Source: an optimization exercise on an open RTL-to-GDS flow (aim: small area, a short achievable clock period and few clock cycles per item). Production flows keep margins and buffers that such runs may drop. RTL that was checked went through simulation tests only; none was proved equivalent to the original. Power is estimated from default activity; no workload was simulated.

## lane 1
// html_markup_tokenizer_unit
module html_markup_tokenizer_unit (
  input  logic        clk,
  input  logic        rst,
  input  logic        byte_valid,
  output logic        byte_stall,
  input  logic [8:0]  byte_item,    
  output logic        event_valid,
  input  logic        event_stall,
  output logic [13:0] event_item    
);
==> flow/config.mk <==
export PLATFORM = sky130hd
export DESIGN_NAME = html_markup_tokenizer_unit
export DESIGN_NICKNAME = html_markup_tokenizer_unit
export VERILOG_FILES = /design/flow/design.v
export SDC_FILE = /design/flow/constraint.sdc
export NUM_CORES = 4
export LEC_CHECK = 0
export CAP_MARGIN = 20
export CORE_MARGIN = 2
export CORE_UTILIZATION = 40
export CTS_BUF_LIST = sky130_fd_sc_hd__clkbuf_8
export SETUP_SLACK_MARGIN = 5
export SLEW_MARGIN = 20
==> flow/constraint.sdc <==
create_clock -name core_clock -period 11.5 [get_ports {clk}]
set_input_delay 2.3000 -clock core_clock [delete_from_list [all_inputs] [get_ports {clk}]]
set_output_delay 2.3000 -clock core_clock [all_outputs]
set_load 0.01 [all_outputs]
standard.sh (not shown) runs the stock make flow with config.mk's settings and CLKGATE_MAP_FILE= SYNTH_SCRIPT=/design/flow/synth_recipe.tcl, a recipe that flattens the netlist after the stock synthesis.
==> flow/flow/run.sh <==
#!/bin/bash
set -euo pipefail
here=$PWD
sed "s|\$::env(SCRIPTS_DIR)/synth.tcl|$here/synth_custom.tcl|" synth_recipe.tcl > synth_recipe_custom.tcl
sed "s|^  log_cmd abc {\*}\$abc_args|  set abc_args [lreplace \$abc_args 1 1 $here/flow/area.abc]\n  log_cmd abc {*}\$abc_args|" \
  "$FLOW_HOME/scripts/synth.tcl" > synth_custom.tcl
grep -q "flow/area.abc" synth_custom.tcl
grep -q "synth_custom.tcl" synth_recipe_custom.tcl
bash standard.sh SYNTH_SCRIPT="$here/synth_recipe_custom.tcl" SETUP_SLACK_MARGIN=7.5 \
  "BUFFER_PORTS_ARGS=-buffer_cell sky130_fd_sc_hd__buf_2" finish > standard.log 2>&1
==> flow/flow/area.abc <==
strash
ifraig
scorr
dc2
strash
&get -n
&st
&syn4
&dch -f
&nf -R 1000
&put
Testbench counts of lane 1, summed over its fixed seeds: cycles 35,554, events 31,895.
Relative to lane 1, the following input files were edited for lane 2:
--- a/flow/design.v
+++ b/flow/design.v
@@ -58,13 +58,14 @@
   logic       anp, avp;     
   logic [2:0] mc;           
   logic       md;           
   logic [5:0] mu;           
   logic [1:0] dash;         
   logic [3:0] hc;           
-  logic [7:0][2:0] hs;      
+  logic [3:0][2:0] hh;      
+  logic [7:0][2:0] hs;
   logic       started;      
   logic       ir_v, sk_v;
   logic [7:0] x, sk;
   logic       xl, skl;
   logic       out_free, go, consume;
   assign byte_stall = sk_v;
@@ -93,12 +94,13 @@
       3'd4:    dt_char = 8'h79;
       3'd5:    dt_char = 8'h70;
       3'd6:    dt_char = 8'h65;
       default: dt_char = 8'h00;
     endcase
   endfunction
+  assign hs = {hh, {md, dash}, mc, mu[5:3], mu[2:0]};
   logic [2:0] h_old;
   logic [7:0] h_old_b;
   always_comb begin
     case (hc)
       4'd1:    h_old = hs[0];
       4'd2:    h_old = hs[1];
@@ -598,14 +600,19 @@
     end else begin
       if (go) begin
         st      <= n_st;
         tp      <= n_tp;
         anp     <= n_anp;
         avp     <= n_avp;
-        mc      <= n_mc;
-        dash    <= n_dash;
+        if (h_push) begin
+          mc   <= mu[5:3];
+          dash <= mc[1:0];
+        end else begin
+          mc   <= n_mc;
+          dash <= n_dash;
+        end
         hc      <= n_hc;
         started <= n_started;
       end
       if (!ir_v || consume) begin
         ir_v <= sk_v || byte_valid;
         sk_v <= 1'b0;
@@ -626,16 +633,19 @@
     end
     if (!sk_v) begin
       sk  <= byte_item[8:1];
       skl <= byte_item[0];
     end
     if (go) begin
-      md <= n_md;
-      mu <= n_mu;
       if (h_push) begin
-        hs <= {hs[6:0], x[2:0]};
+        hh <= {hh[2:0], md, dash};
+        md <= mc[2];
+        mu <= {mu[2:0], x[2:0]};
+      end else begin
+        md <= n_md;
+        mu <= n_mu;
       end
     end
     if (go && emit) begin
       event_item <= {ek, eb, esc, !more};
     end
   end
--- outcome ---
- Every stage of the flow completed for lane 2, and the final layout passed the timing, DRC and antenna checks.
- Any difference in clock insertion delay at the later pin of the skew report between lane 2 and lane 1 is small enough to ignore.
- Compared with lane 1, lane 2 shows a top achievable clock speed that is 4.4% lower.
- Lane 2 gives more cell depth of the worst min-delay path than lane 1 did.
- Vias per cell is lower on lane 1
- Diff lane 1 -> lane 2: global-route wire length before repair rose 1.4%; clock network fraction of design power rose 1.0 points; sequential cell count fell 12.
Function not checked in lane 2: the RTL went through the layout flow alone.

* * *

== job 1468 ==
html_markup_tokenizer_unit, a different RTL version from the one above (not shown whole).
Size in the first run: roughly 670 cells after synthesis, about 83 flip-flops, about 29 I/O pins.
export LEC_CHECK = 0
export CAP_MARGIN = 20
export CORE_MARGIN = 2
export CORE_UTILIZATION = 40
export CTS_BUF_LIST = sky130_fd_sc_hd__clkbuf_8
export SETUP_SLACK_MARGIN = 5
export SLEW_MARGIN = 20
create_clock -name core_clock -period 11.5 [get_ports {clk}]
Scripts as last shown in full above: flow/flow/run.sh, flow/flow/area.abc
> inputs changed (job 1468 -> job 2468)
--- a/flow/design.v
+++ b/flow/design.v
@@ -127,14 +127,26 @@
   logic       emit, esc, cont, more, finish;
   logic [3:0] ek;
   logic [7:0] eb;
   logic       do_fin, fin_sc, fin_store, do_an, an_store;
   logic       pending;
   logic       tag_state;
   assign pending = anp || avp;
+  logic [4:0] cl_target;
+  always_comb begin
+    case (st)
+      S_DATA, S_TEXT:      cl_target = S_C_DATA;
+      S_TAG_OPEN:          cl_target = is_bang ? S_C_MARKUP : S_C_TAG;
+      S_MARKUP:            cl_target = (mc != 3'd0 && md && is_dash) ? S_C_COMMENT :
+                                       (mc == 3'd6) ? S_C_DOCTYPE : S_C_MARKUP;
+      S_COMMENT, S_R_DASH: cl_target = S_C_COMMENT;
+      S_DOCTYPE, S_R_HELD: cl_target = S_C_DOCTYPE;
+      default:             cl_target = S_C_TAG;
+    endcase
+  end
   always_comb begin
     case (st)
       S_DATA, S_TEXT: clos_empty = is_lt;
       S_TAG_OPEN: clos_empty = is_sl;
       S_END_OPEN: clos_empty = !is_al;
       S_TAG_NAME: clos_empty = is_gt;
       S_SELF_CL:  clos_empty = is_gt;
@@ -524,21 +536,15 @@
     n_pend = cont;
     if (!cont && xl && !(st[4] && st[3])) begin
       if (clos_empty) begin
         n_st = S_DATA;
       end else begin
         more   = 1'b1;
         n_pend = 1'b1;
-        case (n_st)
-          S_MARKUP:  n_st = S_C_MARKUP;
-          S_COMMENT: n_st = S_C_COMMENT;
-          S_DOCTYPE: n_st = S_C_DOCTYPE;
-          S_TEXT:    n_st = S_C_DATA;
-          default:   n_st = S_C_TAG;
-        endcase
+        n_st   = cl_target;
       end
     end
   end
   logic [7:0] src;
   logic       byte_ev;
   always_comb begin
     case (st)
[summary]
In the tables for job 1468 and job 2468, sequential power reads lower with job 1468.
Job 2468 went all the way through the flow, and no timing, DRC or antenna check failed.
Re count of flip-flops with a built-in enable after synthesis: no difference whatsoever between job 1468 and job 2468.
From job 1468 to job 2468, final-report max-slew violation count did not move at all.
Count of non-CTS inverters in the layout (job 2468 over job 1468): decrease, 2
The largest voltage drop on the vdd net in job 2468 was higher than what job 1468 gave.
In job 2468 the critical path depth turned out 2 higher than in job 1468.
Compared with job 1468, in job 2468 worst slack at placement held; cell count after synthesis went down 15; sequential share of layout area went down 0.20 points; fraction of synthesis flops using an asynchronous set or reset pin held.
Function was not checked in any run of this note: the RTL went through the layout flow alone.

## separate check: timing with driven ports
The flow's constraints put no driver on any port. The routed layouts listed below were extracted and timed again, unchanged, in two steps. Step 1 (the two cells are an assumption about what drives the block):
set clk [get_ports {clk}]
set_driving_cell -lib_cell sky130_fd_sc_hd__clkbuf_16 $clk
set_driving_cell -lib_cell sky130_fd_sc_hd__buf_2 [delete_from_list [all_inputs] $clk]
Step 2 adds t to the input delays and takes it off the output delays; t is the mean of the earliest and latest rising clock arrival at the registers after step 1. Input paths then give back, and output paths get back, about the clock's delay inside the block. Slacks: ideal / step 1 / step 2; pairs: ideal / step 1.
run	t (ns)	setup WS [ns]	worst setup path at the end	latest minus earliest clock arrival (ns)	worst slew at a driven data input, ns
lane 1	0.411	7.687 / 7.687 / 7.432	input to register	0.015 / 0.015	0.03
lane 2	0.401	7.510 / 7.510 / 7.372	input to register	0.014 / 0.014	0.03
job 1468	0.426	7.635 / 7.635 / 7.281	input to register	0.029 / 0.028	0.03
job 2468	0.417	7.605 / 7.605 / 7.367	input to register	0.017 / 0.018	0.03
After both steps every run listed still meets setup and hold. For job 1468, which loses most, drivers alone change the setup slack by 0.000 ns; drivers and shift together by -0.354 ns.
